Background: an optimization exercise with open tools, aiming at small area, a short achievable clock period and few clock cycles per item. Do not read the settings as production practice. In this exercise RTL edits were held to simulation tests only and were not proved equivalent to the original. Power figures rest on the tool's default switching activity, not on a simulated workload.

`flow/config.mk`:
```
export PLATFORM = sky130hd
export DESIGN_NAME = tremolo_lfo_gain
export DESIGN_NICKNAME = tremolo_lfo_gain
export VERILOG_FILES = /design/flow/design.v
export SDC_FILE = /design/flow/constraint.sdc
export NUM_CORES = 4
export LEC_CHECK = 0
export ABC_AREA = 1
export CAP_MARGIN = 20
export CORE_MARGIN = 2
export CORE_UTILIZATION = 55
export PLACE_DENSITY = 0.7
export SETUP_SLACK_MARGIN = 5
export SLEW_MARGIN = 20
export TNS_END_PERCENT = 100
```
`flow/constraint.sdc`:
```
create_clock -name core_clock -period 10.0 [get_ports {clk}]
set_input_delay 2.0000 -clock core_clock [delete_from_list [all_inputs] [get_ports {clk}]]
set_output_delay 2.0000 -clock core_clock [all_outputs]
set_load 0.01 [all_outputs]
```
`flow/design.v`:
```
package tlg_pkg;
    localparam int SAMPLE_W = 16;
    localparam int HP_W     = 20;
    localparam int SEL_W    = 2;
    localparam int PHASE_W  = 21;
    localparam int WAVE_W   = 32;    
    localparam int QF_W     = 34;    
    localparam int C_W      = 33;    
    localparam int A_W      = 34;    
    localparam int CNT_W    = 6;
    localparam int PROD_W   = 47;
    localparam logic [WAVE_W-1:0] U_TOP       = 32'h8000_0000;    
    localparam logic [WAVE_W-1:0] U_MID       = 32'h4000_0000;    
    localparam logic [WAVE_W-1:0] SMOOTH_STEP = 32'd21474836;
    localparam logic [HP_W-1:0]  HP_RESET  = 20'd22050;
    localparam logic [C_W-1:0]   C_RESET   = 33'd194783;          
    localparam logic [HP_W-1:0]  D_RESET   = 20'd2146;            
    localparam logic [A_W-1:0]   A_RESET   = 34'd17;             
    localparam logic [HP_W-1:0]  B_RESET   = 20'd14714;           
    localparam logic [QF_W-1:0]  QF_RESET  = 34'h3_fffd_0720;     
    localparam logic [HP_W-1:0]  RF_RESET  = 20'd19904;
    localparam logic [PROD_W-1:0] BOOTH_K  = 47'h5556_0000_0000;
    localparam logic CFG_HALF_PERIOD = 1'b0;
    localparam logic CFG_WAVE_SEL    = 1'b1;
    localparam logic [SEL_W-1:0] WAVE_TRIANGLE = 2'd1;
    localparam logic [SEL_W-1:0] WAVE_PARABOLA = 2'd2;
endpackage
module tlg_div (
    input  logic [tlg_pkg::HP_W-1:0] rem,
    input  logic                     bit_in,
    input  logic [tlg_pkg::HP_W-1:0] divisor,
    output logic [tlg_pkg::HP_W-1:0] rem_next,
    output logic                     qbit
);
    logic [tlg_pkg::HP_W:0]   rem_sh;
    logic [tlg_pkg::HP_W+1:0] diff;
    always_comb
    begin
        rem_sh   = {rem, bit_in};
        diff     = {1'b0, rem_sh} - {2'b00, divisor};
        qbit     = ~diff[tlg_pkg::HP_W+1];
        rem_next = qbit ? diff[tlg_pkg::HP_W-1:0] : rem_sh[tlg_pkg::HP_W-1:0];
    end
endmodule
module tremolo_lfo_gain (
    input  logic                           clk,
    input  logic                           rst_n,
    input  logic                           s_axis_tvalid,
    output logic                           s_axis_tready,
    input  logic [15:0]                    s_axis_tdata,    
    output logic                           m_axis_tvalid,
    input  logic                           m_axis_tready,
    output logic [15:0]                    m_axis_tdata,    
    input  logic                           cfg_we,
    input  logic                           cfg_index,
    input  logic [tlg_pkg::HP_W-1:0]       cfg_data
);
    localparam int HW = tlg_pkg::HP_W;
    localparam int WW = tlg_pkg::WAVE_W;
    localparam int PW = tlg_pkg::PROD_W;
    localparam int QW = tlg_pkg::QF_W;
    logic [HW-1:0]               h_reg;
    logic [tlg_pkg::SEL_W-1:0]   sel_reg;
    logic                        busy_reg;
    logic [tlg_pkg::CNT_W-1:0]   cnt_reg;
    logic                        init_reg;     
    logic [2:0]                  pre_reg;      
    logic                        sh4_reg;
    logic                        d1_reg;
    logic                        d1b_reg;      
    logic                        d2_reg;
    logic                        d3_reg;
    logic                        d3b_reg;      
    logic                        fix1_reg;
    logic                        fix2_reg;
    logic [tlg_pkg::C_W-1:0]     c_reg;
    logic [HW-1:0]               d_reg;
    logic [tlg_pkg::A_W-1:0]     a_reg;
    logic [HW-1:0]               b_reg;
    logic                        hp_wr;
    logic                        sel_wr;
    logic [HW-1:0]               cfg_h;
    logic                        start;
    logic [HW-1:0]               h_src;
    logic [2:0]                  g_skip;       
    logic [2:0]                  pre_next;
    logic                        act_next;
    logic                        busy_next;
    logic [tlg_pkg::CNT_W-1:0]   cnt_next;
    logic                        blk_next;
    logic                        sel2;
    logic                        sel1;
    assign hp_wr     = cfg_we && (cfg_index == tlg_pkg::CFG_HALF_PERIOD);
    assign sel_wr    = cfg_we && (cfg_index == tlg_pkg::CFG_WAVE_SEL);
    assign cfg_h     = (cfg_data == '0) ? HW'(1) : cfg_data;
    assign start     = hp_wr || init_reg;
    assign h_src     = hp_wr ? cfg_h : h_reg;
    assign g_skip    = 3'((h_src[HW-1:4] != '0)) + 3'((h_src[HW-1:8] != '0))
                     + 3'((h_src[HW-1:12] != '0)) + 3'((h_src[HW-1:16] != '0));
    assign pre_next  = start ? g_skip : ((pre_reg != '0) ? (pre_reg - 1'b1) : '0);
    assign busy_next = start || (busy_reg && (cnt_reg != 6'd35));
    assign cnt_next  = start ? {1'b0, g_skip, 2'b00} :
                       ((pre_reg != '0) ? cnt_reg : (cnt_reg + 1'b1));
    assign act_next  = busy_next && (pre_next == '0);
    assign blk_next  = start || (busy_reg && (cnt_reg < 6'd34));
    assign sel2      = (sel_reg == tlg_pkg::WAVE_PARABOLA);
    assign sel1      = (sel_reg == tlg_pkg::WAVE_TRIANGLE);
    logic              s_ready_reg;
    logic              v1_reg;
    logic              v2_reg;
    logic              vop_reg;
    logic              vm_reg;
    logic              out_valid_reg;
    logic              o2_valid_reg;
    logic [15:0]       x1_reg;
    logic [15:0]       x2_reg;
    logic [15:0]       out_reg;
    logic [15:0]       o2_reg;
    logic              stall;
    logic              adv1;
    logic              adv2;
    logic              adv3;
    logic              pop;
    logic              o2_valid_next;
    assign stall   = o2_valid_reg;
    assign adv1    = s_axis_tvalid && s_ready_reg;
    assign adv2    = v1_reg && !stall;
    assign adv3    = v2_reg && !stall;
    assign pop     = out_valid_reg && m_axis_tready;
    assign o2_valid_next = o2_valid_reg ? !pop : (vm_reg && out_valid_reg && !pop);
    logic [tlg_pkg::PHASE_W-1:0] phase_reg;
    logic                        fl_reg;       
    logic                        sqpos_reg;
    logic                        dir_reg;      
    logic                        ndir_reg;     
    logic [WW:0]                 k1op_reg;     
    logic [WW-1:0]               ut_reg;       
    logic [WW-1:0]               us_reg;       
    logic [HW-1:0]               rf_reg;
    logic                        cy_reg;
    logic                        evhi_reg;
    logic                        evlo_reg;
    logic                        dir;
    logic [HW+1:0]               ph_diff;
    logic                        ph_ge;
    logic                        ph_gt;
    logic                        fl_next;
    logic                        dir_next;
    logic [tlg_pkg::PHASE_W-1:0] phase_new;
    logic [WW-1:0]               k1;
    logic [WW:0]                 t_sum;
    logic                        t_hi;
    logic                        t_lo;
    logic [WW-1:0]               ut_new;
    logic [WW:0]                 s_sum;
    logic [WW-1:0]               us_new;
    logic                        up1;
    logic [HW-1:0]               bx;
    logic [HW+1:0]               op_b;
    logic [HW+1:0]               op_h;
    logic [HW+1:0]               r_a;
    logic [HW+1:0]               r_b;
    logic                        r_sel;
    logic [HW-1:0]               rf_inc;
    logic [HW-1:0]               rf_hd;
    logic [HW-1:0]               rf_l1;
    assign dir       = dir_reg;
    assign ph_diff   = {1'b0, phase_reg} - {2'b00, h_reg};
    assign ph_ge     = !ph_diff[HW+1];
    assign ph_gt     = ph_ge && (ph_diff[HW:0] != '0);
    assign phase_new = fl_reg ? tlg_pkg::PHASE_W'(1) : phase_reg + 1'b1;
    assign fl_next   = adv1 ? (!fl_reg && ph_ge) : ph_gt;
    assign dir_next  = (adv1 ? dir_reg : sqpos_reg) ^ fl_next;
    assign k1     = c_reg[tlg_pkg::C_W-1:1];
    assign t_sum  = {1'b0, ut_reg} + k1op_reg + {{WW{1'b0}}, !dir};
    assign t_hi   = dir && (t_sum[WW] || t_sum[WW-1]);
    assign t_lo   = !dir && t_sum[WW];
    assign ut_new = t_hi ? tlg_pkg::U_TOP : (t_lo ? '0 : t_sum[WW-1:0]);
    assign s_sum  = {1'b0, us_reg} + (ndir_reg ? ~{1'b0, tlg_pkg::SMOOTH_STEP} : {1'b0, tlg_pkg::SMOOTH_STEP})
                    + {{WW{1'b0}}, ndir_reg};
    assign us_new = !ndir_reg ? ((s_sum[WW] || s_sum[WW-1]) ? tlg_pkg::U_TOP : s_sum[WW-1:0])
                              : (s_sum[WW] ? '0 : s_sum[WW-1:0]);
    assign up1    = fix1_reg ? 1'b0 : dir;
    assign bx     = fix1_reg ? d_reg : b_reg;
    assign op_b   = up1 ? {2'b00, bx} : ~{2'b00, bx};
    assign op_h   = up1 ? ~{2'b00, h_reg} : {2'b00, h_reg};
    assign r_a    = {2'b00, rf_reg} + op_b + {{(HW+1){1'b0}}, !up1};
    assign r_b    = {2'b00, rf_reg} + op_b + op_h + (HW+2)'(1);
    assign r_sel  = up1 ? !r_b[HW+1] : r_a[HW+1];
    assign rf_inc = r_sel ? r_b[HW-1:0] : r_a[HW-1:0];
    assign rf_hd  = (d_reg == '0) ? '0 : (h_reg - d_reg);
    assign rf_l1  = t_hi ? d_reg : (t_lo ? rf_hd : rf_inc);
    logic [QW-1:0]               qf_reg;
    logic                        corr_reg;     
    logic [WW-1:0]               p_reg;        
    logic                        q_x0;
    logic [QW-1:0]               q_x;
    logic [QW-1:0]               q_y;
    logic                        q_cin;
    logic [QW-1:0]               qf_new;
    logic [QW:0]                 p_sum;
    logic [WW-1:0]               p_new;
    assign q_x0   = !fix2_reg && (evhi_reg || evlo_reg);
    assign q_x    = q_x0 ? '0 : qf_reg;
    assign q_y    = fix2_reg  ? ~{1'b0, c_reg} :
                    evhi_reg  ?  {1'b0, c_reg} :
                    evlo_reg  ? ~{1'b0, c_reg} :
                    sqpos_reg ?  a_reg : ~a_reg;
    assign q_cin  = fix2_reg  ? !cy_reg :
                    evhi_reg  ? 1'b0 :
                    evlo_reg  ? (d_reg == '0) :
                    sqpos_reg ? cy_reg : !cy_reg;
    assign qf_new = q_x + q_y + {{(QW-1){1'b0}}, q_cin};
    assign p_sum  = {3'b000, p_reg} + {qf_reg[QW-1], qf_reg} + {{QW{1'b0}}, corr_reg};
    assign p_new  = p_sum[QW] ? '0 :
                    ((p_sum[QW-1:WW-1] != '0) ? tlg_pkg::U_TOP : p_sum[WW-1:0]);
    logic [HW-1:0] d1_rem;
    logic          d1_q;
    logic [HW-1:0] d2_rem;
    logic          d2_q;
    logic [HW-1:0] d3_rem;
    logic          d3_q;
    tlg_div u_div1 (
        .rem      (d_reg),
        .bit_in   (d1b_reg),
        .divisor  (h_reg),
        .rem_next (d1_rem),
        .qbit     (d1_q)
    );
    tlg_div u_div2 (
        .rem      (rf_reg),
        .bit_in   (qf_reg[QW-1]),
        .divisor  (h_reg),
        .rem_next (d2_rem),
        .qbit     (d2_q)
    );
    tlg_div u_div3 (
        .rem      (b_reg),
        .bit_in   (d3b_reg && c_reg[0]),
        .divisor  (h_reg),
        .rem_next (d3_rem),
        .qbit     (d3_q)
    );
    logic [WW-1:0]  gop_reg;
    logic [15:0]    xop_reg;
    logic [PW-1:0]  ms_reg;
    logic [PW-1:0]  mc_reg;
    logic [PW-1:0]  rows [0:8];
    logic [PW-1:0]  fin;
    logic [15:0]    res;
    always_comb
    begin
        logic       b0, b1, b2;
        logic       one, two;
        logic [32:0] mag;
        logic [32:0] lo_bits;
        logic [PW-1:0] r;
        logic        neg_prev;
        neg_prev = 1'b0;
        for (int j = 0; j < 8; j++)
        begin
            b2  = xop_reg[2*j+1];
            b1  = xop_reg[2*j];
            b0  = (j == 0) ? 1'b0 : xop_reg[2*j-1];
            one = b1 ^ b0;
            two = (b2 & !b1 & !b0) | (!b2 & b1 & b0);
            mag = one ? {1'b0, gop_reg} : (two ? {gop_reg, 1'b0} : 33'd0);
            lo_bits = mag ^ {33{b2}};
            r = PW'({!b2, lo_bits}) << (2*j);
            if (j > 0)
            begin
                r[2*j-2] = neg_prev;
            end
            rows[j] = r;
            neg_prev = b2;
        end
        rows[8] = tlg_pkg::BOOTH_K | (xop_reg[15] ? PW'(47'h0000_8000_3fff) : PW'(0));
    end
    logic [PW-1:0] s0, c0, s1, c1, s2, c2, s3, c3, s4, c4, s5, c5, s6, c6;
    always_comb
    begin
        s0 = rows[0] ^ rows[1] ^ rows[2];
        c0 = ((rows[0] & rows[1]) | (rows[0] & rows[2]) | (rows[1] & rows[2])) << 1;
        s1 = rows[3] ^ rows[4] ^ rows[5];
        c1 = ((rows[3] & rows[4]) | (rows[3] & rows[5]) | (rows[4] & rows[5])) << 1;
        s2 = rows[6] ^ rows[7] ^ rows[8];
        c2 = ((rows[6] & rows[7]) | (rows[6] & rows[8]) | (rows[7] & rows[8])) << 1;
        s3 = s0 ^ c0 ^ s1;
        c3 = ((s0 & c0) | (s0 & s1) | (c0 & s1)) << 1;
        s4 = c1 ^ s2 ^ c2;
        c4 = ((c1 & s2) | (c1 & c2) | (s2 & c2)) << 1;
        s5 = s3 ^ c3 ^ s4;
        c5 = ((s3 & c3) | (s3 & s4) | (c3 & s4)) << 1;
        s6 = s5 ^ c5 ^ c4;
        c6 = ((s5 & c5) | (s5 & c4) | (c5 & c4)) << 1;
    end
    assign fin = ms_reg + mc_reg;
    assign res = fin[PW-1:PW-16];
    always_ff @(posedge clk or negedge rst_n)
    begin
        if (!rst_n)
        begin
            h_reg         <= tlg_pkg::HP_RESET;
            sel_reg       <= tlg_pkg::WAVE_PARABOLA;
            busy_reg      <= 1'b0;
            cnt_reg       <= '0;
            init_reg      <= 1'b1;
            pre_reg       <= '0;
            sh4_reg       <= 1'b0;
            d1_reg        <= 1'b0;
            d1b_reg       <= 1'b0;
            d2_reg        <= 1'b0;
            d3_reg        <= 1'b0;
            d3b_reg       <= 1'b0;
            fix1_reg      <= 1'b0;
            fix2_reg      <= 1'b0;
            s_ready_reg   <= 1'b0;
            v1_reg        <= 1'b0;
            v2_reg        <= 1'b0;
            vop_reg       <= 1'b0;
            vm_reg        <= 1'b0;
            out_valid_reg <= 1'b0;
            o2_valid_reg  <= 1'b0;
            phase_reg     <= '0;
            fl_reg        <= 1'b0;
            sqpos_reg     <= 1'b1;
            dir_reg       <= 1'b1;
            ndir_reg      <= 1'b0;
            ut_reg        <= '0;
            us_reg        <= tlg_pkg::U_TOP;
            evhi_reg      <= 1'b0;
            evlo_reg      <= 1'b0;
            p_reg         <= tlg_pkg::U_MID;
        end
        else
        begin
            if (hp_wr)
            begin
                h_reg <= cfg_h;
            end
            if (sel_wr)
            begin
                sel_reg <= cfg_data[tlg_pkg::SEL_W-1:0];
            end
            init_reg <= 1'b0;
            busy_reg <= busy_next;
            if (start || busy_reg)
            begin
                cnt_reg <= cnt_next;
            end
            pre_reg  <= pre_next;
            sh4_reg  <= busy_next && (pre_next != '0);
            d1_reg   <= act_next && (cnt_next <= 6'd32);
            d1b_reg  <= act_next && (cnt_next == '0);
            d2_reg   <= act_next && (cnt_next <= 6'd33);
            d3_reg   <= act_next && (cnt_next >= 6'd1) && (cnt_next <= 6'd34);
            d3b_reg  <= busy_next && (cnt_next <= 6'd32);
            fix1_reg <= act_next && (cnt_next == 6'd34);
            fix2_reg <= act_next && (cnt_next == 6'd35);
            s_ready_reg  <= !o2_valid_next && !blk_next;
            o2_valid_reg <= o2_valid_next;
            if (!stall)
            begin
                v1_reg  <= adv1;
                v2_reg  <= v1_reg;
                vop_reg <= sel2 ? v2_reg : v1_reg;
                vm_reg  <= vop_reg;
                if (!out_valid_reg || pop)
                begin
                    out_valid_reg <= vm_reg;
                end
            end
            else if (pop)
            begin
                out_valid_reg <= 1'b1;
            end
            if (adv3)
            begin
                p_reg <= p_new;
            end
            fl_reg   <= fl_next;
            dir_reg  <= dir_next;
            ndir_reg <= !dir_next;
            if (adv1)
            begin
                phase_reg <= phase_new;
                sqpos_reg <= dir;
                ut_reg    <= ut_new;
                us_reg    <= us_new;
                evhi_reg  <= t_hi;
                evlo_reg  <= t_lo;
            end
        end
    end
    always_ff @(posedge clk)
    begin
        if (start)
        begin
            c_reg <= '0;
            d_reg <= {4'b0000, (g_skip == 3'd4), 3'b000, (g_skip == 3'd3), 3'b000,
                      (g_skip == 3'd2), 3'b000, (g_skip == 3'd1), 3'b000};
        end
        else if (d1_reg)
        begin
            c_reg <= {c_reg[tlg_pkg::C_W-2:0], d1_q};
            d_reg <= d1_rem;
        end
        if (start)
        begin
            a_reg <= '0;
            b_reg <= '0;
        end
        else if (d3_reg)
        begin
            a_reg <= {a_reg[tlg_pkg::A_W-2:0], d3_q};
            b_reg <= d3_rem;
        end
        k1op_reg <= dir_next ? {1'b0, k1} : ~{1'b0, k1};
        if (start)
        begin
            rf_reg <= '0;
        end
        else if (sh4_reg)
        begin
            rf_reg <= {rf_reg[HW-5:0], qf_reg[QW-1:QW-4]};
        end
        else if (d2_reg)
        begin
            rf_reg <= d2_rem;
        end
        else if (fix1_reg)
        begin
            rf_reg <= rf_inc;
            cy_reg <= r_sel;
        end
        else if (adv1)
        begin
            rf_reg <= rf_l1;
            cy_reg <= r_sel;
        end
        if (start)
        begin
            qf_reg <= {ut_reg, 2'b00};
        end
        else if (sh4_reg)
        begin
            qf_reg <= {qf_reg[QW-5:0], 4'b0000};
        end
        else if (d2_reg)
        begin
            qf_reg <= {qf_reg[QW-2:0], d2_q};
        end
        else if (fix2_reg || adv2)
        begin
            qf_reg <= qf_new;
        end
        if (adv2)
        begin
            corr_reg <= !ut_reg[WW-1] && !ut_reg[WW-2] && (rf_reg != '0);
        end
        if (adv1)
        begin
            x1_reg <= s_axis_tdata;
        end
        if (!stall)
        begin
            x2_reg  <= x1_reg;
            if (sel2)
            begin
                gop_reg <= p_new;
                xop_reg <= x2_reg;
            end
            else
            begin
                gop_reg <= sel1 ? ut_reg : us_reg;
                xop_reg <= x1_reg;
            end
            ms_reg <= s6;
            mc_reg <= c6;
        end
        if (!stall && (!out_valid_reg || pop))
        begin
            out_reg <= res;
        end
        else if (stall && pop)
        begin
            out_reg <= o2_reg;
        end
        if (!stall && out_valid_reg && !pop)
        begin
            o2_reg <= res;
        end
    end
    assign s_axis_tready = s_ready_reg;
    assign m_axis_tvalid = out_valid_reg;
    assign m_axis_tdata  = out_reg;
endmodule
```
`flow/run.sh`:
```
#!/bin/bash
# synth_recipe.tcl (not shown) runs the flow's synth.tcl, then flattens the netlist and writes it again
# the make line also repeats each setting of config.mk as NAME=value (left out here)
make -C /OpenROAD-flow-scripts/flow DESIGN_CONFIG=/design/flow/config.mk WORK_HOME=/design/flow/orfs CLKGATE_MAP_FILE= SYNTH_SCRIPT=/design/flow/synth_recipe.tcl finish
```
==> PnR_summary.wiki, run 1 <==
{| class="wikitable"
! Metric !! Value
|-
| Post-synthesis average cell area || 7.73 um2
|-
| Vias || 47600
|-
| Category of cells accounting for the largest share of critical-path delay || buffers and inverters
|-
| Top-Level Pins || 60
|-
| Hold-fix buffers, CTS || 0
|-
| Kind of end point of the critical path || flop
|-
| Final setup viols || 0
|-
| Required time of the critical path || 10.48 ns
|-
| Number of clock sinks seen by CTS || 569
|-
| Worst Path Arrival || 5.41 ns
|-
| Pins Over Slew Limit || 0
|-
| Cell taking the most area after synthesis || sky130_fd_sc_hd__edfxtp_1
|-
| Number of cells in the finished layout apart from fillers || 7929
|-
| Overall die width || 310 um
|-
| WL met3 || 16.8 mm
|-
| Number of placed instances, taps included || 7722
|-
| Layout Skew || 0.0476 ns
|-
| Post-synth net total || 7289
|-
| Clock tree from TritonCTS || done
|-
| Synthesized netlist cell count || 6656
|-
| Deepest clock path buffer count || 3
|-
| Final weighted congestion in routability-driven placement || 0.984
|-
| Share of cells above drive strength 1 || 8.72%
|-
| Overall routing resource usage || 33.7%
|-
| Unrepaired setup endpoints after global routing || true
|-
| Cell breakdown of the critical path || clkdlybuf4s15_1 -> inv_2 -> nor2_4 -> buf_12 -> buf_16 -> o21ai_0 -> nor4_2 -> nand3_1 -> ha_1 -> xnor2_1 -> ha_2 -> ha_4 -> inv_2 -> nor2_4 -> inv_2 -> buf_4 -> buf_4 -> buf_4 -> buf_4 -> o32ai_1
|-
| Leftover overflow at the end of global routing || 0
|-
| Vertical die dimension || 310 um
|-
| Number of detailed-routing iterations run before antenna repair || 6
|-
| Category of the most critical setup path || primary input to flop
|-
| Via count of the first global-routing pass || 43300
|-
| Layout overhead on the synthesized area || 11.3%
|-
| Core Rows || 112
|-
| Gate power share || 69.3%
|-
| Power share of the sequential group || 18.9%
|-
| Die ar. || 0.0960 mm2
|-
| Clock latency on the worst-skew pair || 0.67 ns
|-
| Leakage power || 26.0 nW
|-
| Slew HR || 23.1%
|-
| Startpoint Class || primary input
|-
| Status || timing/DRC/antenna clean
|-
| Number of filler cells placed in the layout || 8348
|-
| Register-to-register setup slack || 5.12 ns
|-
| Number of levels the H-tree was split into || 3
|-
| Standard cell with the maximum stage delay on the critical path || sky130_fd_sc_hd__nor4_2
|-
| Fraction of synthesis flops using an asynchronous set or reset pin || 30.1%
|-
| Area share of the largest cell type after synthesis || 14.0%
|-
| Detailed-route DRC error count || 0
|-
| Cell at the root of the clock tree || sky130_fd_sc_hd__clkbuf_16
|-
| Synth Register Bits || 569
|-
| Hold Fails Final Rpt || 0
|-
| Length of routed met2 wiring || 71.2 mm
|-
| Std-Cell Core Area || 0.0930 mm2
|-
| Final critical delay including setup and external delays || 4.93 ns
|-
| Maximum VDD drop || 0.299 mV
|-
| Switching part of the total || 50.0%
|-
| Net count of the finished layout || 7256
|-
| Sequential area share after synthesis || 28.5%
|-
| Most frequent cell on the critical path || sky130_fd_sc_hd__buf_4
|-
| Switching power || 0.0111 W
|-
| Buffers plus inverters on the worst setup path || 10
|-
| Final setup TNS || 0 ns
|-
| Clock buffers created by TritonCTS || 68
|-
| Portion of total power attributed to the clock network || 11.8%
|-
| Class of the tightest hold or removal check || flop to flop
|-
| Met1 WL || 73.4 mm
|-
| Routed len/inst || 21.0 um
|-
| Clock slew at the register clock pins of the worst setup and hold paths || 0.07 ns
|-
| Count of cell types in the netlist || 72
|-
| Maximum frequency from static timing analysis || 0.203 GHz
|-
| Worst-Margin Slew || 1.15 ns
|-
| Number of enable-type register cells in the synthesized netlist || 240
|-
| DP HPWL || 124 mm
|-
| Top layer reached by signal wires || met5
|-
| Residual antenna-violating net count after detailed routing || 0
|-
| Fraction of the cycle the final worst path needs || 49.3%
|-
| Antenna violations before repair || 1
|-
| Vias per Instance || 6.00
|-
| Cell types with the largest area share after synthesis || sky130_fd_sc_hd__edfxtp_1 14%, sky130_fd_sc_hd__nand2_1 9.4%, sky130_fd_sc_hd__ha_1 9.4%
|-
| Cell internal power dissipation || 0.0111 W
|-
| Wire length of the first global-routing pass || 251 mm
|-
| Slowest cell delay on critical path || 0.46 ns
|-
| Power density relative to cell area || 387 mW/mm2
|-
| Main synth FF type || sky130_fd_sc_hd__edfxtp_1
|-
| Port Buf Inserts || 59
|-
| Starting density of the core || 55.3%
|-
| Count of warnings emitted by yosys || 3
|-
| Largest net degree at the start of global routing || 81
|-
| Worst hold slack || 0.444 ns
|-
| MaxCap Viol Count || 0
|-
| Violation count after the first detailed-route iteration || 5305
|-
| Maximum fanout count along the critical path || 5
|-
| Post-Synthesis Cell Area || 0.0514 mm2
|-
| Aggregate routed wire length || 167 mm
|}
## final timing paths
kind                            cells past startpoint       from    endpoint
min in group asynchronous                           1      rst_n   ut_reg[3]
max in group asynchronous                           3      rst_n    fix1_reg
worst max-delay path                               20     cfg_we   d_reg[11]
worst min register to register                      0  x1_reg[6]   x2_reg[6]
worst min-delay path                                0  x1_reg[6]   x2_reg[6]
worst max register to register                     22    dir_reg  rf_reg[16]
## synth_stat cells (9+ instances only)
| cell type | count |
|---|---|
| sky130_fd_sc_hd__dfrtp_1 | 159 |
| sky130_fd_sc_hd__nand4_1 | 73 |
| sky130_fd_sc_hd__nor3_1 | 45 |
| sky130_fd_sc_hd__a31oi_1 | 42 |
| sky130_fd_sc_hd__clkbuf_1 | 230 |
| sky130_fd_sc_hd__inv_2 | 9 |
| sky130_fd_sc_hd__dfstp_2 | 12 |
| sky130_fd_sc_hd__a221oi_1 | 9 |
| sky130_fd_sc_hd__o21ai_1 | 46 |
| sky130_fd_sc_hd__a211oi_1 | 9 |
| sky130_fd_sc_hd__o21bai_1 | 28 |
| sky130_fd_sc_hd__or2_2 | 33 |
| sky130_fd_sc_hd__a21oi_1 | 565 |
| sky130_fd_sc_hd__nand3_1 | 274 |
| sky130_fd_sc_hd__xor2_1 | 396 |
| sky130_fd_sc_hd__o221ai_1 | 11 |
| sky130_fd_sc_hd__fa_1 | 206 |
| sky130_fd_sc_hd__dfxtp_1 | 158 |
| sky130_fd_sc_hd__buf_2 | 29 |
| sky130_fd_sc_hd__nand2_1 | 1290 |
| sky130_fd_sc_hd__nand3b_1 | 14 |
| sky130_fd_sc_hd__a21o_1 | 17 |
| sky130_fd_sc_hd__o211ai_1 | 109 |
| sky130_fd_sc_hd__inv_1 | 831 |
| sky130_fd_sc_hd__o21a_1 | 21 |
| sky130_fd_sc_hd__nor2_2 | 9 |
| sky130_fd_sc_hd__ha_1 | 385 |
| sky130_fd_sc_hd__a21oi_2 | 14 |
| sky130_fd_sc_hd__clkinv_1 | 9 |
| sky130_fd_sc_hd__buf_1 | 35 |
| sky130_fd_sc_hd__xnor2_1 | 88 |
| sky130_fd_sc_hd__nor2_1 | 328 |
| sky130_fd_sc_hd__o31ai_1 | 13 |
| sky130_fd_sc_hd__nor4_1 | 29 |
| sky130_fd_sc_hd__a22oi_1 | 68 |
| sky130_fd_sc_hd__nand2_2 | 41 |
| sky130_fd_sc_hd__o21ai_0 | 387 |
| sky130_fd_sc_hd__edfxtp_1 | 240 |
| sky130_fd_sc_hd__o22ai_1 | 294 |
| sky130_fd_sc_hd__a21boi_0 | 11 |
## power by group through the flow
stage          clock network, W  logic [W]  registers (W)
2_1_floorplan                 0     0.0101        0.00398
3_3_place_gp                  0     0.0138        0.00419
3_5_place_dp                  0     0.0142        0.00420
4_1_cts                 0.00264     0.0145        0.00415
5_1_grt                 0.00272     0.0171        0.00422
6_report                0.00261     0.0153        0.00418
## metal layers
metal,vias to the layer above,global-route usage (%)
li1,22500,-
met1,22700,49.9
met2,2144,49.9
met3,271,6.14
met4,2,9.80
met5,-,0
## cell type report
class / count / area, um2 / area share [%]
Antenna cell: 1 / 2.50 / 0.00437
Clock buffer: 99 / 2000 / 3.50
Clock inverter: 22 / 295 / 0.516
Inverter: 849 / 3230 / 5.64
Multi-Input combinational cell: 4936 / 33500 / 58.6
Sequential cell: 569 / 14700 / 25.6
Tap cell: 1254 / 1570 / 2.74
Timing Repair Buffer: 197 / 1910 / 3.35
Timing Repair inverter: 2 / 12.5 / 0.0219
## repair_timing
action / 4_1_cts / 5_1_grt
endpoints found under the setup margin: 106 / 137
gates cloned: 6 / 4
pin swaps: 24 / 72
resized for setup: 98 / 188
buffers inserted: 27 / 47
endpoints found under the hold margin: 0 / 0
## metrics by stage
step	setup WS (ns)	total power (W)	area [um2]	utilization, %
after global routing	4.97	0.0241	57200	61.5
after floorplan	5.00	0.0141	51400	-
after CTS	5.00	0.0213	55900	60.1
after global placement	3.33	0.0180	52900	56.8
after detailed placement	3.32	0.0184	52900	56.8
final	5.07	0.0221	57200	61.5
## kinds of logic after synthesis
group,Yosys count,share of synthesized area (%)
AND/OR/NAND/NOR,2171,18.0
AO/OA/AOI/OAI,1685,19.2
buffers and inverters,1153,8.58
adder cells (fa/ha/maj),591,17.4
flip-flops,569,28.5
XOR/XNOR,486,8.31
other,1,0.00729
## cell usage in the layout (no fill, tap or decap), types with 22 or more instances in the layout
cell / instances
sky130_fd_sc_hd__nor2_1: 312
sky130_fd_sc_hd__a31oi_1: 41
sky130_fd_sc_hd__ha_4: 29
sky130_fd_sc_hd__o21bai_1: 28
sky130_fd_sc_hd__nor3_1: 43
sky130_fd_sc_hd__inv_2: 23
sky130_fd_sc_hd__edfxtp_1: 240
sky130_fd_sc_hd__xor2_1: 385
sky130_fd_sc_hd__clkdlybuf4s50_1: 56
sky130_fd_sc_hd__o21ai_1: 58
sky130_fd_sc_hd__o21ai_0: 351
sky130_fd_sc_hd__or2_2: 33
sky130_fd_sc_hd__clkbuf_16: 74
sky130_fd_sc_hd__buf_4: 114
sky130_fd_sc_hd__a21oi_1: 553
sky130_fd_sc_hd__nand3_1: 262
sky130_fd_sc_hd__o211ai_1: 109
sky130_fd_sc_hd__nand4_1: 73
sky130_fd_sc_hd__nand2_2: 56
sky130_fd_sc_hd__a22oi_1: 67
sky130_fd_sc_hd__nor4_1: 22
sky130_fd_sc_hd__xnor2_1: 88
sky130_fd_sc_hd__inv_1: 805
sky130_fd_sc_hd__nand2_1: 1267
sky130_fd_sc_hd__dfxtp_1: 158
sky130_fd_sc_hd__dfrtp_1: 154
sky130_fd_sc_hd__ha_1: 353
sky130_fd_sc_hd__o22ai_1: 294
sky130_fd_sc_hd__fa_1: 202
Testbench counts, summed over its fixed seeds: cycles 10,320, items 9,600.
==> inputs of run 2 (changes only) <==
--- a/flow/design.v
+++ b/flow/design.v
@@ -103,5 +103,5 @@
                        ((pre_reg != '0) ? cnt_reg : (cnt_reg + 1'b1));
     assign act_next  = busy_next && (pre_next == '0);
-    assign blk_next  = start || (busy_reg && (cnt_reg < 6'd34));
+    assign blk_next  = start || (busy_reg && (cnt_reg < 6'd35));
     assign sel2      = (sel_reg == tlg_pkg::WAVE_PARABOLA);
     assign sel1      = (sel_reg == tlg_pkg::WAVE_TRIANGLE);
@@ -132,7 +132,9 @@
     logic                        fl_reg;       
     logic                        sqpos_reg;
-    logic                        dir_reg;      
     logic                        ndir_reg;     
     logic [WW:0]                 k1op_reg;     
+    logic [HW+1:0]               bop_reg;      
+    logic [HW+1:0]               bhop_reg;     
+    logic                        ucin_reg;     
     logic [WW-1:0]               ut_reg;       
     logic [WW-1:0]               us_reg;       
@@ -155,6 +157,7 @@
     logic [WW:0]                 s_sum;
     logic [WW-1:0]               us_new;
-    logic                        up1;
-    logic [HW-1:0]               bx;
+    logic                        fix1_nx;
+    logic                        up_nx;
+    logic [HW-1:0]               bx_nx;
     logic [HW+1:0]               op_b;
     logic [HW+1:0]               op_h;
@@ -165,5 +168,5 @@
     logic [HW-1:0]               rf_hd;
     logic [HW-1:0]               rf_l1;
-    assign dir       = dir_reg;
+    assign dir       = !ndir_reg;
     assign ph_diff   = {1'b0, phase_reg} - {2'b00, h_reg};
     assign ph_ge     = !ph_diff[HW+1];
@@ -171,5 +174,5 @@
     assign phase_new = fl_reg ? tlg_pkg::PHASE_W'(1) : phase_reg + 1'b1;
     assign fl_next   = adv1 ? (!fl_reg && ph_ge) : ph_gt;
-    assign dir_next  = (adv1 ? dir_reg : sqpos_reg) ^ fl_next;
+    assign dir_next  = (adv1 ? dir : sqpos_reg) ^ fl_next;
     assign k1     = c_reg[tlg_pkg::C_W-1:1];
     assign t_sum  = {1'b0, ut_reg} + k1op_reg + {{WW{1'b0}}, !dir};
@@ -181,11 +184,12 @@
     assign us_new = !ndir_reg ? ((s_sum[WW] || s_sum[WW-1]) ? tlg_pkg::U_TOP : s_sum[WW-1:0])
                               : (s_sum[WW] ? '0 : s_sum[WW-1:0]);
-    assign up1    = fix1_reg ? 1'b0 : dir;
-    assign bx     = fix1_reg ? d_reg : b_reg;
-    assign op_b   = up1 ? {2'b00, bx} : ~{2'b00, bx};
-    assign op_h   = up1 ? ~{2'b00, h_reg} : {2'b00, h_reg};
-    assign r_a    = {2'b00, rf_reg} + op_b + {{(HW+1){1'b0}}, !up1};
-    assign r_b    = {2'b00, rf_reg} + op_b + op_h + (HW+2)'(1);
-    assign r_sel  = up1 ? !r_b[HW+1] : r_a[HW+1];
+    assign fix1_nx = busy_reg && !start && (cnt_reg == 6'd33);
+    assign up_nx   = fix1_nx ? 1'b0 : dir_next;
+    assign bx_nx   = fix1_nx ? d_reg : b_reg;
+    assign op_b    = up_nx ? {2'b00, bx_nx} : ~{2'b00, bx_nx};
+    assign op_h    = {2'b00, bx_nx} - {2'b00, h_reg};
+    assign r_a     = {2'b00, rf_reg} + bop_reg + {{(HW+1){1'b0}}, ucin_reg};
+    assign r_b     = {2'b00, rf_reg} + bhop_reg + {{(HW+1){1'b0}}, ucin_reg};
+    assign r_sel   = ucin_reg ? r_a[HW+1] : !r_b[HW+1];
     assign rf_inc = r_sel ? r_b[HW-1:0] : r_a[HW-1:0];
     assign rf_hd  = (d_reg == '0) ? '0 : (h_reg - d_reg);
@@ -243,5 +247,10 @@
     );
     logic [WW-1:0]  gop_reg;
-    logic [15:0]    xop_reg;
+    logic [7:0]     bone_reg;     
+    logic [7:0]     btwo_reg;     
+    logic [7:0]     bneg_reg;     
+    logic [15:0]    xsel;
+    logic [7:0]     bone;
+    logic [7:0]     btwo;
     logic [PW-1:0]  ms_reg;
     logic [PW-1:0]  mc_reg;
@@ -249,8 +258,20 @@
     logic [PW-1:0]  fin;
     logic [15:0]    res;
+    assign xsel = sel2 ? x2_reg : x1_reg;
     always_comb
     begin
-        logic       b0, b1, b2;
-        logic       one, two;
+        logic b0, b1, b2;
+        for (int j = 0; j < 8; j++)
+        begin
+            b2      = xsel[2*j+1];
+            b1      = xsel[2*j];
+            b0      = (j == 0) ? 1'b0 : xsel[2*j-1];
+            bone[j] = b1 ^ b0;
+            btwo[j] = (b2 & !b1 & !b0) | (!b2 & b1 & b0);
+        end
+    end
+    always_comb
+    begin
+        logic       b2;
         logic [32:0] mag;
         logic [32:0] lo_bits;
@@ -260,10 +281,6 @@
         for (int j = 0; j < 8; j++)
         begin
-            b2  = xop_reg[2*j+1];
-            b1  = xop_reg[2*j];
-            b0  = (j == 0) ? 1'b0 : xop_reg[2*j-1];
-            one = b1 ^ b0;
-            two = (b2 & !b1 & !b0) | (!b2 & b1 & b0);
-            mag = one ? {1'b0, gop_reg} : (two ? {gop_reg, 1'b0} : 33'd0);
+            b2  = bneg_reg[j];
+            mag = bone_reg[j] ? {1'b0, gop_reg} : (btwo_reg[j] ? {gop_reg, 1'b0} : 33'd0);
             lo_bits = mag ^ {33{b2}};
             r = PW'({!b2, lo_bits}) << (2*j);
@@ -275,5 +292,5 @@
             neg_prev = b2;
         end
-        rows[8] = tlg_pkg::BOOTH_K | (xop_reg[15] ? PW'(47'h0000_8000_3fff) : PW'(0));
+        rows[8] = tlg_pkg::BOOTH_K | (bneg_reg[7] ? PW'(47'h0000_8000_3fff) : PW'(0));
     end
     logic [PW-1:0] s0, c0, s1, c1, s2, c2, s3, c3, s4, c4, s5, c5, s6, c6;
@@ -325,5 +342,4 @@
             fl_reg        <= 1'b0;
             sqpos_reg     <= 1'b1;
-            dir_reg       <= 1'b1;
             ndir_reg      <= 1'b0;
             ut_reg        <= '0;
@@ -356,5 +372,5 @@
             d3_reg   <= act_next && (cnt_next >= 6'd1) && (cnt_next <= 6'd34);
             d3b_reg  <= busy_next && (cnt_next <= 6'd32);
-            fix1_reg <= act_next && (cnt_next == 6'd34);
+            fix1_reg <= fix1_nx;
             fix2_reg <= act_next && (cnt_next == 6'd35);
             s_ready_reg  <= !o2_valid_next && !blk_next;
@@ -380,5 +396,4 @@
             end
             fl_reg   <= fl_next;
-            dir_reg  <= dir_next;
             ndir_reg <= !dir_next;
             if (adv1)
@@ -417,4 +432,7 @@
         end
         k1op_reg <= dir_next ? {1'b0, k1} : ~{1'b0, k1};
+        bop_reg  <= op_b;
+        bhop_reg <= up_nx ? op_h : ~op_h;
+        ucin_reg <= !up_nx;
         if (start)
         begin
@@ -466,13 +484,10 @@
         begin
             x2_reg  <= x1_reg;
-            if (sel2)
-            begin
-                gop_reg <= p_new;
-                xop_reg <= x2_reg;
-            end
-            else
+            gop_reg  <= sel2 ? p_new : (sel1 ? ut_reg : us_reg);
+            bone_reg <= bone;
+            btwo_reg <= btwo;
+            for (int j = 0; j < 8; j++)
             begin
-                gop_reg <= sel1 ? ut_reg : us_reg;
-                xop_reg <= x1_reg;
+                bneg_reg[j] <= xsel[2*j+1];
             end
             ms_reg <= s6;
==> flow/flow/run.sh (new file) <==
#!/bin/bash
set -euo pipefail
MARGIN=${MARGIN:-6.0}
sed -e "s/SETUP_SLACK_MARGIN=[^ ]*/SETUP_SLACK_MARGIN=${MARGIN}/" standard.sh > standard_margin.sh
grep -q "SETUP_SLACK_MARGIN=${MARGIN}" standard_margin.sh
bash standard_margin.sh > flow_make.log 2>&1
==> flow/standard.sh (new file) <==
#!/bin/bash
# synth_recipe.tcl (not shown) runs the flow's synth.tcl, then flattens the netlist and writes it again
# the make line also repeats each setting of config.mk as NAME=value (left out here)
make -C /OpenROAD-flow-scripts/flow DESIGN_CONFIG=/design/flow/config.mk WORK_HOME=/design/flow/orfs CLKGATE_MAP_FILE= SYNTH_SCRIPT=/design/flow/synth_recipe.tcl "${@:-finish}"
--- a/flow/config.mk
+++ b/flow/config.mk
@@ -9,6 +9,7 @@
 export CAP_MARGIN = 20
 export CORE_MARGIN = 2
-export CORE_UTILIZATION = 55
-export PLACE_DENSITY = 0.7
+export CORE_UTILIZATION = 40
+export CTS_BUF_LIST = sky130_fd_sc_hd__clkbuf_4 sky130_fd_sc_hd__clkbuf_8
+export PLACE_DENSITY = 0.6
 export SETUP_SLACK_MARGIN = 5
 export SLEW_MARGIN = 20
removed: flow/run.sh
==> PnR_summary.wiki, run 2 <==
{| class="wikitable"
! Metric !! Value
|-
| Maximum VDD drop || 0.164 mV
|-
| Worst Path Arrival || 5.06 ns
|-
| Vertical die dimension || 377 um
|-
| Aggregate routed wire length || 209 mm
|-
| Detailed-route DRC error count || 0
|-
| Maximum frequency from static timing analysis || 0.234 GHz
|-
| Layout overhead on the synthesized area || 14.4%
|-
| Fraction of the cycle the final worst path needs || 42.7%
|-
| Kind of end point of the critical path || flop
|-
| Cell types with the largest area share after synthesis || sky130_fd_sc_hd__edfxtp_1 13%, sky130_fd_sc_hd__nand2_1 12%, sky130_fd_sc_hd__ha_1 9.1%
|-
| Category of the most critical setup path || primary input to flop
|-
| Final setup viols || 0
|-
| Number of clock sinks seen by CTS || 619
|-
| Most repeated cell in the gate-level netlist after synthesis || sky130_fd_sc_hd__nand2_1
|-
| Layout Skew || 0.0944 ns
|-
| Commonest cells in the synthesized netlist || 1740 x sky130_fd_sc_hd__nand2_1, 978 x sky130_fd_sc_hd__inv_1, 600 x sky130_fd_sc_hd__a21oi_1, 435 x sky130_fd_sc_hd__nor2_1, 404 x sky130_fd_sc_hd__ha_1
|-
| Main synth FF type || sky130_fd_sc_hd__edfxtp_1
|-
| Leakage power || 30.2 nW
|-
| Pins Over Slew Limit || 0
|-
| Combined area of the multi-input logic cells || 0.0363 mm2
|-
| Clock slew at the register clock pins of the worst setup and hold paths || 0.06 ns
|-
| Deepest clock path buffer count || 3
|-
| Overall die width || 377 um
|-
| Die ar. || 0.142 mm2
|-
| Number of levels the H-tree was split into || 3
|-
| Switching part of the total || 47.4%
|-
| Clock latency on the worst-skew pair || 0.91 ns
|-
| Final weighted congestion in routability-driven placement || 1.03
|-
| Required time of the critical path || 10.79 ns
|-
| Share of cells above drive strength 1 || 9.77%
|-
| Maximum fanout count along the critical path || 10
|-
| Antenna violations before repair || 4
|-
| Commonest non-fill, non-tap cells in the layout || 1698 x sky130_fd_sc_hd__nand2_1, 934 x sky130_fd_sc_hd__inv_1, 585 x sky130_fd_sc_hd__a21oi_1
|-
| Synthesized netlist cell count || 7495
|-
| Clock buffers created by TritonCTS || 115
|-
| Count of cell types in the netlist || 61
|-
| Portion of total power attributed to the clock network || 17.1%
|-
| Synth Register Bits || 619
|-
| Number of cells on the worst hold path || 0
|-
| Switching power || 0.00836 W
|-
| Number of detailed-routing iterations run before antenna repair || 8
|-
| Cell taking the most area after synthesis || sky130_fd_sc_hd__edfxtp_1
|-
| Core Rows || 136
|-
| Worst slack after detailed placement || 3.29 ns
|-
| Cell internal power dissipation || 0.00929 W
|-
| Net count of the finished layout || 8222
|-
| Largest net degree at the start of global routing || 82
|-
| Number of enable-type register cells in the synthesized netlist || 248
|-
| Cell count of the worst reg-to-reg path || 21
|-
| Number of filler cells placed in the layout || 13900
|-
| Most common cell after layout, fill and taps aside || sky130_fd_sc_hd__nand2_1
|-
| Vias || 54000
|-
| Worst-Margin Slew || 1.22 ns
|-
| Violation count after the first detailed-route iteration || 5687
|-
| FF+latch area || 0.0158 mm2
|-
| Fraction of synthesis flops using an asynchronous set or reset pin || 27.5%
|-
| Gate power share || 59.6%
|-
| Status || timing/DRC/antenna clean
|-
| Post-layout total power || 0.0177 W
|-
| Hold Fails Final Rpt || 0
|-
| Count of warnings emitted by yosys || 3
|-
| Final critical delay including setup and external delays || 4.27 ns
|-
| Leftover overflow at the end of global routing || 0
|-
| Setup ws final || 5.73 ns
|-
| Port Buf Inserts || 59
|-
| Routed len/inst || 22.1 um
|-
| Post-synthesis average cell area || 7.44 um2
|-
| Starting density of the core || 40.4%
|-
| Sequential area share after synthesis || 28.2%
|-
| Startpoint Class || primary input
|-
| Unrepaired setup endpoints after global routing || true
|-
| Std-Cell Core Area || 0.138 mm2
|-
| Slew HR || 17.7%
|-
| Post-synth net total || 8150
|-
| Post-Route Utilization || 46.3%
|-
| MaxCap Viol Count || 0
|-
| Final setup TNS || 0 ns
|-
| Class of the tightest hold or removal check || flop to flop
|-
| Power share of the sequential group || 23.4%
|-
| Power density relative to cell area || 277 mW/mm2
|-
| Post-Synthesis Cell Area || 0.0557 mm2
|-
| Vias per Instance || 5.70
|-
| Via count of the first global-routing pass || 51000
|-
| Wire length of the first global-routing pass || 312 mm
|-
| DP HPWL || 153 mm
|-
| Top-Level Pins || 60
|-
| Area share of the largest cell type after synthesis || 13.4%
|-
| Clock tree from TritonCTS || done
|-
| Residual antenna-violating net count after detailed routing || 0
|-
| Overall routing resource usage || 28.4%
|-
| Cell at the root of the clock tree || sky130_fd_sc_hd__clkbuf_8
|}
-- run 2: cell types whose count changed after synthesis, sizes merged, moves of 31 or more --
cell,previous run,this run
o22ai,294,330
nand2,1335,1751
buf,74,105
nand4,74,164
dfxtp,158,201
o211ai,109,72
o21ai,437,365
nor2,341,436
inv,840,988
-- run 2: cells by family (layout without fill, tap and decap cells) --
logic type	Yosys count	count (layout)	synth area share [%]
simple gates	2817	2824	21.2
compound gates	1645	1645	17.1
buf+inv	1305	1473	9.10
flops	619	619	28.2
fa+ha+maj	613	613	16.6
xor+xnor	485	485	7.62
mux	10	10	0.184
other cells	1	5	0.00673
-- run 2: cell type report --
| class | count | area share [%] |
|---|---|---|
| tap | 1794 | 3.52 |
| clock buffer | 164 | 3.16 |
| timing repair buffer | 260 | 4.32 |
| timing repair inverter | 1 | 0.0118 |
| clock inverter | 56 | 1.21 |
| inverter | 992 | 6.05 |
| antenna | 4 | 0.0157 |
| sequential | 619 | 24.7 |
| multi-input combinational | 5578 | 57.0 |
-- run 2: power by group through the flow --
stage	clock (W)	combinational [W]	sequential, W
after floorplan	0	0.00711	0.00396
after global placement	0	0.0100	0.00415
after detailed placement	0	0.0102	0.00415
after CTS	0.00306	0.0103	0.00411
after global routing	0.00316	0.0119	0.00415
final	0.00301	0.0105	0.00412
-- run 2: layer usage --
metal / vias to the layer above / track usage (%) / share of wire (%) / wire length, um
met5: - / 0 / 0 / 0
met4: 0 / 8.32 / 3.0 / 6280
met3: 382 / 4.79 / 8.3 / 17400
met2: 2243 / 43.3 / 43 / 90600
met1: 25900 / 41.0 / 45 / 94900
li1: 25400 / - / - / -
-- run 2: path summary, 6_finish.rpt --
kind                           start          to  slack [ns]
max in group asynchronous      rst_n    ndir_reg        6.76
setup / recovery              cfg_we      d3_reg        5.73
min in group asynchronous      rst_n   ut_reg[7]        1.16
hold / removal             x1_reg[3]   x2_reg[3]        0.45
hold reg to reg            x1_reg[3]   x2_reg[3]        0.45
setup reg to reg           d_reg[11]  qf_reg[28]        5.93
-- run 2: timing repair --
action / CTS / global route
pin swaps: 46 / 79
hold buffers: 0 / 0
resized for setup: 186 / 219
cloned: 13 / 7
buffers inserted: 57 / 54
setup endpoints to repair: 473 / 280
-- run 2: stage by stage --
step	std cells	hold slack, ns	area (um2)
after floorplan	7495	0.418	56100
after global placement	9112	0.440	58100
after detailed placement	9113	0.428	58200
after CTS	9403	0.449	62300
after global routing	9467	0.461	63800
final	9468	0.450	63800
-- run 2: worst max-delay path, cell delays in order --
cell and delay [ns]:
sky130_fd_sc_hd__buf_12 0.09, sky130_fd_sc_hd__inv_12 0.03, sky130_fd_sc_hd__nor2_4 0.16, sky130_fd_sc_hd__buf_4 0.15
sky130_fd_sc_hd__buf_12 0.09, sky130_fd_sc_hd__buf_16 0.13, sky130_fd_sc_hd__o21ai_2 0.07, sky130_fd_sc_hd__nor4_2 0.34
sky130_fd_sc_hd__nand4_1 0.14, sky130_fd_sc_hd__ha_1 0.35, sky130_fd_sc_hd__xnor2_2 0.26, sky130_fd_sc_hd__ha_4 0.19
sky130_fd_sc_hd__ha_4 0.20, sky130_fd_sc_hd__inv_2 0.05, sky130_fd_sc_hd__nor2_2 0.03, sky130_fd_sc_hd__inv_2 0.08
sky130_fd_sc_hd__nand2_2 0.08, sky130_fd_sc_hd__nor3_4 0.21, sky130_fd_sc_hd__nand2_2 0.11, sky130_fd_sc_hd__inv_2 0.07
sky130_fd_sc_hd__nand3_1 0.08, sky130_fd_sc_hd__a31oi_1 0.14
Testbench counts of run 2, summed over its fixed seeds: cycles 10,344, items 9,600.
==> inputs of run 3 (changes only) <==
--- a/flow/design.v
+++ b/flow/design.v
@@ -73,4 +73,5 @@
     logic                        d3b_reg;      
     logic                        fix1_reg;
+    logic                        f1p_reg;      
     logic                        fix2_reg;
     logic [tlg_pkg::C_W-1:0]     c_reg;
@@ -185,6 +186,6 @@
                               : (s_sum[WW] ? '0 : s_sum[WW-1:0]);
     assign fix1_nx = busy_reg && !start && (cnt_reg == 6'd33);
-    assign up_nx   = fix1_nx ? 1'b0 : dir_next;
-    assign bx_nx   = fix1_nx ? d_reg : b_reg;
+    assign up_nx   = f1p_reg ? 1'b0 : dir_next;
+    assign bx_nx   = f1p_reg ? d_reg : b_reg;
     assign op_b    = up_nx ? {2'b00, bx_nx} : ~{2'b00, bx_nx};
     assign op_h    = {2'b00, bx_nx} - {2'b00, h_reg};
@@ -331,4 +332,5 @@
             d3b_reg       <= 1'b0;
             fix1_reg      <= 1'b0;
+            f1p_reg       <= 1'b0;
             fix2_reg      <= 1'b0;
             s_ready_reg   <= 1'b0;
@@ -373,4 +375,5 @@
             d3b_reg  <= busy_next && (cnt_next <= 6'd32);
             fix1_reg <= fix1_nx;
+            f1p_reg  <= act_next && (cnt_next == 6'd33);
             fix2_reg <= act_next && (cnt_next == 6'd35);
             s_ready_reg  <= !o2_valid_next && !blk_next;
==> PnR_summary.wiki, run 3 <==
{| class="wikitable"
! Metric !! Value
|-
| Most common cell after layout, fill and taps aside || sky130_fd_sc_hd__nand2_1
|-
| Count of cell types in the netlist || 70
|-
| Kind of end point of the critical path || flop
|-
| Largest net degree at the start of global routing || 82
|-
| Hold Fails Final Rpt || 0
|-
| Switching part of the total || 47.1%
|-
| Worst Path Arrival || 4.92 ns
|-
| Layout Skew || 0.0707 ns
|-
| Number of cells on the worst hold path || 0
|-
| Final setup TNS || 0 ns
|-
| Category of the most critical setup path || primary input to flop
|-
| Routed len/inst || 21.6 um
|-
| Count of warnings emitted by yosys || 3
|-
| Maximum fanout count along the critical path || 4
|-
| Synth Register Bits || 620
|-
| Clock slew at the register clock pins of the worst setup and hold paths || 0.06 ns
|-
| Main synth FF type || sky130_fd_sc_hd__edfxtp_1
|-
| Cell count of the worst reg-to-reg path || 9
|-
| Via count of the first global-routing pass || 50100
|-
| Post-synthesis average cell area || 7.59 um2
|-
| Vias || 52500
|-
| WL met3 || 13.3 mm
|-
| Number of detailed-routing iterations run before antenna repair || 9
|-
| Length of routed met2 wiring || 90.6 mm
|-
| Commonest non-fill, non-tap cells in the layout || 1453 x sky130_fd_sc_hd__nand2_1, 858 x sky130_fd_sc_hd__inv_1, 589 x sky130_fd_sc_hd__a21oi_1
|-
| Top-Level Pins || 60
|-
| Cell breakdown of the critical path || clkdlybuf4s50_1 -> nand2_1 -> o21ai_0 -> nor4_2 -> nand3_1 -> ha_1 -> xor2_1 -> ha_2 -> xor2_2 -> nand2_2 -> nand2_2 -> nor3_4 -> inv_2 -> nor2_2 -> nand3_4 -> o22ai_2
|-
| Most repeated cell in the gate-level netlist after synthesis || sky130_fd_sc_hd__nand2_1
|-
| Post-synth net total || 7942
|-
| Unrepaired setup endpoints after global routing || true
|-
| Switching power || 0.00835 W
|-
| Net count of the finished layout || 7990
|-
| Residual antenna-violating net count after detailed routing || 0
|-
| Class of the tightest hold or removal check || flop to flop
|-
| Maximum VDD drop || 0.250 mV
|-
| Number of clock sinks seen by CTS || 620
|-
| Area share of the largest cell type after synthesis || 13.5%
|-
| Startpoint Class || primary input
|-
| Hold-fix buffers, CTS || 0
|-
| Most frequent cell on the critical path || sky130_fd_sc_hd__nand2_2
|-
| Die ar. || 0.141 mm2
|-
| Number of gates on the worst path with buffers counted || 16
|-
| Cell taking the most area after synthesis || sky130_fd_sc_hd__edfxtp_1
|-
| Core Rows || 136
|-
| Std-Cell Core Area || 0.137 mm2
|-
| Aggregate routed wire length || 200 mm
|-
| Launch point of the worst reg-to-reg path || gop_reg[24]
|-
| Synthesized netlist cell count || 7288
|-
| Sequential area share after synthesis || 28.5%
|-
| Share of cells above drive strength 1 || 8.86%
|-
| Wire length of the first global-routing pass || 299 mm
|-
| Met1 WL || 84.2 mm
|-
| Pins Over Slew Limit || 0
|-
| Leakage power || 28.6 nW
|-
| Slowest cell delay on critical path || 0.44 ns
|-
| Vias per Instance || 5.68
|-
| Clock buffers created by TritonCTS || 112
|-
| Violation count after the first detailed-route iteration || 5068
|-
| Cell internal power dissipation || 0.00938 W
|-
| Maximum frequency from static timing analysis || 0.240 GHz
|-
| Slew HR || 26.9%
|-
| Worst hold slack || 0.445 ns
|-
| Required time of the critical path || 10.76 ns
|-
| DP HPWL || 148 mm
|-
| Power density relative to cell area || 286 mW/mm2
|-
| Overall routing resource usage || 27.1%
|-
| Vertical die dimension || 376 um
|-
| Fraction of synthesis flops using an asynchronous set or reset pin || 27.6%
|-
| MaxCap Viol Count || 0
|-
| Cell types with the largest area share after synthesis || sky130_fd_sc_hd__edfxtp_1 13%, sky130_fd_sc_hd__nand2_1 10%, sky130_fd_sc_hd__ha_1 9.1%
|-
| Clock latency on the worst-skew pair || 0.88 ns
|-
| Portion of total power attributed to the clock network || 15.8%
|-
| Register-to-register setup slack || 6.05 ns
|-
| Buffers plus inverters on the worst setup path || 2
|-
| Commonest cells in the synthesized netlist || 1468 x sky130_fd_sc_hd__nand2_1, 901 x sky130_fd_sc_hd__inv_1, 600 x sky130_fd_sc_hd__a21oi_1, 472 x sky130_fd_sc_hd__o21ai_0, 464 x sky130_fd_sc_hd__nor2_1
|-
| Final weighted congestion in routability-driven placement || 0.998
|-
| Setup ws final || 5.83 ns
|-
| Cell at the root of the clock tree || sky130_fd_sc_hd__clkbuf_8
|-
| End point of the worst hold path || x2_reg[5]
|-
| Status || timing/DRC/antenna clean
|-
| Starting density of the core || 40.3%
|-
| Fraction of the cycle the final worst path needs || 41.7%
|-
| Worst-Margin Slew || 1.10 ns
|-
| Leftover overflow at the end of global routing || 0
|-
| Gate power share || 60.5%
|-
| Category of cells accounting for the largest share of critical-path delay || simple AND/OR/NAND/NOR gates
|-
| Overall die width || 376 um
|-
| Number of levels the H-tree was split into || 3
|-
| Number of filler cells placed in the layout || 13800
|-
| Standard cell with the maximum stage delay on the critical path || sky130_fd_sc_hd__clkdlybuf4s50_1
|-
| Number of enable-type register cells in the synthesized netlist || 248
|-
| Deepest clock path buffer count || 3
|-
| Layout overhead on the synthesized area || 12.1%
|-
| Final setup viols || 0
|-
| Capture point of the worst reg-to-reg path || ms_reg[24]
|-
| Worst slack after detailed placement || 3.86 ns
|-
| Critical hold path startpoint || x1_reg[5]
|-
| Clock tree from TritonCTS || done
|-
| Detailed-route DRC error count || 0
|-
| Antenna violations before repair || 3
|-
| Port Buf Inserts || 59
|-
| Power share of the sequential group || 23.7%
|-
| Final critical delay including setup and external delays || 4.17 ns
|-
| Post-Synthesis Cell Area || 0.0553 mm2
|-
| Top layer reached by signal wires || met5
|}
==> run 3: worst max-delay path by stage <==
stage | to | start | slack (ns)
floorplan | d2_reg | cfg_we | 5.44
finish | d2_reg | cfg_data[4] | 5.83
global placement | d2_reg | cfg_we | 3.87
CTS | d2_reg | cfg_data[6] | 5.98
global route | d2_reg | cfg_data[4] | 5.75
detailed placement | d2_reg | cfg_we | 3.86
==> run 3: cell families after synthesis <==
group	synth area share, %
and+or+nand+nor	19.8
muxes	0.183
adders and majority gates	16.7
other	0.00678
buffers and inverters	8.59
DFF	28.5
xor gates and xnor gates	7.56
AOI/OAI and AO/OA	18.7
==> run 3: worst register-to-register path, delay by kind of cell, from the launching register on <==
kind            cells  cell delay (ns)
buf+inv             3             0.55
compound gates      1             0.31
xor+xnor            1             0.13
fa+ha+maj           4             2.13
flops               1             0.56
==> run 3: layer usage <==
layer	GRT usage, %	vias to the layer above
met3	3.68	489
met1	35.4	25000
li1	-	24900
met5	0	-
met4	12.8	2
met2	44.4	2129
==> run 3: metrics by stage <==
| stage | instance area, um2 | std cells | utilization (%) | power (W) |
|---|---|---|---|---|
| after floorplan | 55500 | 7288 | - | 0.0115 |
| final | 62000 | 9235 | 45.2 | 0.0177 |
| after detailed placement | 57500 | 8899 | 41.8 | 0.0147 |
| after global placement | 57500 | 8899 | 41.8 | 0.0145 |
| after global routing | 62000 | 9234 | 45.2 | 0.0195 |
| after CTS | 60800 | 9160 | 44.3 | 0.0176 |
==> run 3: area by class of cell <==
| type | count | area, um2 | area share [%] |
|---|---|---|---|
| antenna | 7 | 17.5 | 0.0282 |
| clock buffer | 171 | 2100 | 3.39 |
| clock inverter | 41 | 472 | 0.760 |
| inverter | 918 | 3620 | 5.83 |
| multi-input combinational | 5459 | 35500 | 57.2 |
| sequential | 620 | 15800 | 25.4 |
| tap | 1794 | 2240 | 3.62 |
| timing repair buffer | 219 | 2280 | 3.68 |
| timing repair inverter | 6 | 48.8 | 0.0787 |
==> run 3: what timing repair did <==
item | 4_1_cts | 5_1_grt
setup endpoints to repair | 457 | 210
buffers inserted | 39 | 54
gates cloned | 10 | 14
gates resized for setup | 134 | 133
pin swaps | 22 | 41
==> run 3: power groups by stage <==
| stage | logic [W] | clock network [W] | registers (W) |
|---|---|---|---|
| floorplan | 0.00746 | 0 | 0.00403 |
| global placement | 0.0103 | 0 | 0.00424 |
| detailed placement | 0.0104 | 0 | 0.00423 |
| CTS | 0.0106 | 0.00285 | 0.00419 |
| global route | 0.0123 | 0.00296 | 0.00423 |
| finish | 0.0107 | 0.00280 | 0.00420 |
Testbench counts of run 3, summed over its fixed seeds: cycles 10,344, items 9,600.
==> inputs of run 4 (changes only) <==
--- a/flow/design.v
+++ b/flow/design.v
@@ -79,4 +79,5 @@
     logic [tlg_pkg::A_W-1:0]     a_reg;
     logic [HW-1:0]               b_reg;
+    logic                        dz_reg;       
     logic                        hp_wr;
     logic                        sel_wr;
@@ -194,5 +195,5 @@
     assign r_sel   = ucin_reg ? r_a[HW+1] : !r_b[HW+1];
     assign rf_inc = r_sel ? r_b[HW-1:0] : r_a[HW-1:0];
-    assign rf_hd  = (d_reg == '0) ? '0 : (h_reg - d_reg);
+    assign rf_hd  = dz_reg ? '0 : (h_reg - d_reg);
     assign rf_l1  = t_hi ? d_reg : (t_lo ? rf_hd : rf_inc);
     logic [QW-1:0]               qf_reg;
@@ -214,5 +215,5 @@
     assign q_cin  = fix2_reg  ? !cy_reg :
                     evhi_reg  ? 1'b0 :
-                    evlo_reg  ? (d_reg == '0) :
+                    evlo_reg  ? dz_reg :
                     sqpos_reg ? cy_reg : !cy_reg;
     assign qf_new = q_x + q_y + {{(QW-1){1'b0}}, q_cin};
@@ -434,4 +435,5 @@
             b_reg <= d3_rem;
         end
+        dz_reg   <= (d_reg == '0);
         k1op_reg <= dir_next ? {1'b0, k1} : ~{1'b0, k1};
         bop_reg  <= op_b;
==> PnR_summary.wiki, run 4 <==
{| class="wikitable"
! Metric !! Value
|-
| Portion of total power attributed to the clock network || 15.0%
|-
| Core Rows || 136
|-
| Vias || 52000
|-
| Synthesized netlist cell count || 7342
|-
| Cell count of the worst reg-to-reg path || 9
|-
| Die ar. || 0.141 mm2
|-
| Clock buffers created by TritonCTS || 115
|-
| Commonest cells in the synthesized netlist || 1496 x sky130_fd_sc_hd__nand2_1, 922 x sky130_fd_sc_hd__inv_1, 613 x sky130_fd_sc_hd__a21oi_1, 475 x sky130_fd_sc_hd__o21ai_0, 471 x sky130_fd_sc_hd__nor2_1
|-
| Setup ws final || 5.89 ns
|-
| Count of cell types in the netlist || 68
|-
| Cell internal power dissipation || 0.00981 W
|-
| Switching power || 0.00902 W
|-
| Clock tree from TritonCTS || done
|-
| Std-Cell Core Area || 0.137 mm2
|-
| Final critical delay including setup and external delays || 4.11 ns
|-
| Capture point of the worst reg-to-reg path || ms_reg[18]
|-
| Cell at the root of the clock tree || sky130_fd_sc_hd__clkbuf_8
|-
| Main synth FF type || sky130_fd_sc_hd__edfxtp_1
|-
| Number of placed instances, taps included || 8961
|-
| Status || timing/DRC/antenna clean
|-
| Fraction of synthesis flops using an asynchronous set or reset pin || 27.5%
|-
| Leftover overflow at the end of global routing || 0
|-
| Launch point of the worst reg-to-reg path || gop_reg[17]
|-
| Final setup TNS || 0 ns
|-
| Net count of the finished layout || 8039
|-
| Number of levels the H-tree was split into || 3
|-
| Most repeated cell in the gate-level netlist after synthesis || sky130_fd_sc_hd__nand2_1
|-
| Count of warnings emitted by yosys || 3
|-
| Overall routing resource usage || 26.8%
|-
| Aggregate routed wire length || 195 mm
|-
| Worst slack after detailed placement || 3.62 ns
|-
| Switching part of the total || 47.9%
|-
| Cell types with the largest area share after synthesis || sky130_fd_sc_hd__edfxtp_1 13%, sky130_fd_sc_hd__nand2_1 10%, sky130_fd_sc_hd__ha_1 9.1%
|-
| Required time of the critical path || 10.77 ns
|-
| Startpoint Class || primary input
|-
| Residual antenna-violating net count after detailed routing || 0
|-
| DP HPWL || 145 mm
|-
| Layout Skew || 0.0961 ns
|-
| Final setup viols || 0
|-
| Critical hold path startpoint || x1_reg[5]
|-
| Vertical die dimension || 376 um
|-
| Final weighted congestion in routability-driven placement || 0.952
|-
| Overall die width || 376 um
|-
| Post-Synthesis Cell Area || 0.0553 mm2
|-
| Starting density of the core || 40.3%
|-
| MaxCap Viol Count || 0
|-
| Number of enable-type register cells in the synthesized netlist || 248
|-
| Antenna violations before repair || 8
|-
| Number of detailed-routing iterations run before antenna repair || 6
|}
[run 4: cell types whose count changed in the layout (fill, tap and decap cells not counted), moves of 11 or more]
cell                       previous run  this run
sky130_fd_sc_hd__nand2_1           1453      1483
sky130_fd_sc_hd__a21oi_1            589       608
sky130_fd_sc_hd__nand3_1            245       274
sky130_fd_sc_hd__clkbuf_4            40        22
sky130_fd_sc_hd__o21ai_2             14        28
sky130_fd_sc_hd__inv_1              858       895
sky130_fd_sc_hd__xor2_1             392       381
sky130_fd_sc_hd__nand3_2             38         7
sky130_fd_sc_hd__nor2_1             454       465
[run 4: cells by family after synthesis]
family,count (synthesis),synth area share [%]
buffers and inverters,1246,8.77
XOR/XNOR,473,7.51
multiplexers,10,0.186
AND/OR/NAND/NOR,2572,19.6
other,1,0.00678
adder cells (fa/ha/maj),612,16.7
AO/OA/AOI/OAI,1807,18.7
flip-flops,621,28.6
[run 4: power groups by stage]
stage | combinational (W) | sequential [W] | clock, W
2_1_floorplan | 0.00817 | 0.00414 | 0
3_3_place_gp | 0.0111 | 0.00438 | 0
3_5_place_dp | 0.0113 | 0.00438 | 0
4_1_cts | 0.0115 | 0.00434 | 0.00288
5_1_grt | 0.0133 | 0.00439 | 0.00299
6_report | 0.0116 | 0.00436 | 0.00283
[run 4: worst max path at each step]
stage	slack, ns	cells after the start	from	endpoint
CTS	5.93	17	qf_reg[0]	gop_reg[8]
finish	5.89	18	cfg_data[5]	d3_reg
floorplan	5.28	22	cfg_we	d2_reg
global placement	3.57	20	cfg_we	d2_reg
global route	5.79	22	cfg_we	d3_reg
detailed placement	3.62	20	cfg_we	d2_reg
[run 4: area by class of cell]
class	instances	area [um2]	area share (%)
Multi-Input combinational cell	5486	35300	57.0
Tap cell	1794	2240	3.62
Timing Repair Buffer	216	2270	3.67
Clock inverter	55	598	0.965
Antenna cell	3	7.51	0.0121
Sequential cell	621	15800	25.5
Clock buffer	157	2020	3.26
Timing Repair inverter	4	30.0	0.0485
Inverter	941	3680	5.93
[run 4: metrics by stage]
stage / hold slack, ns / total power [W]
6_report: 0.444 / 0.0188
5_1_grt: 0.458 / 0.0207
4_1_cts: 0.444 / 0.0187
3_5_place_dp: 0.430 / 0.0157
3_3_place_gp: 0.428 / 0.0155
2_1_floorplan: 0.418 / 0.0123
[run 4: critical path, cell delays in order]
cell and delay (ns):
sky130_fd_sc_hd__clkdlybuf4s50_1 0.44, sky130_fd_sc_hd__nand2_1 0.09, sky130_fd_sc_hd__o21ai_0 0.14, sky130_fd_sc_hd__nor4_2 0.37, sky130_fd_sc_hd__nand3_2 0.16, sky130_fd_sc_hd__ha_4 0.26
sky130_fd_sc_hd__xnor2_4 0.13, sky130_fd_sc_hd__ha_4 0.17, sky130_fd_sc_hd__xor2_2 0.18, sky130_fd_sc_hd__nand2_2 0.12, sky130_fd_sc_hd__o21ai_2 0.08, sky130_fd_sc_hd__nor2_1 0.11
sky130_fd_sc_hd__inv_1 0.07, sky130_fd_sc_hd__nor2_4 0.15, sky130_fd_sc_hd__buf_6 0.11, sky130_fd_sc_hd__nand4_1 0.11, sky130_fd_sc_hd__o21ai_1 0.14, sky130_fd_sc_hd__nor2_1 0.05
[run 4: repair_timing]
item	in CTS	in global routing
hold buffers	0	0
pin swaps	11	28
endpoints found under the setup margin	449	327
endpoints found under the hold margin	0	0
buffers inserted	37	41
gates cloned	11	12
resized for setup	127	132
[run 4: routing by layer]
layer  part of all wire [%]  global-route usage, %
met5                 0.0067                      0
met4                    4.1                   10.2
met3                    6.4                   3.71
met2                     46                   43.8
met1                     44                   35.9
Testbench counts of run 4, summed over its fixed seeds: cycles 10,344, items 9,600.

==> separate check: timing with driven ports <==
Ports are ideal in the flow. The routed layouts listed here were re-timed in OpenROAD. Step 1 sets driving cells, clkbuf_16 on the clock port and buf_2 on the other inputs (assumed; they add their load-dependent delay and slew). Step 2 also shifts input and output timing later by t, the mid clock arrival at the registers, as if the neighbouring blocks saw the same clock. Slacks: ideal / step 1 / step 2; pairs: ideal / step 1.
run	shift t [ns]	slack for setup (ns)
run 1	0.720	5.070 / 5.118 / 4.397
run 2	0.944	5.729 / 5.749 / 4.806
run 3	0.918	5.833 / 5.885 / 4.967
run 4	0.912	5.893 / 5.931 / 5.019
After both steps setup and hold are still met in every run listed.
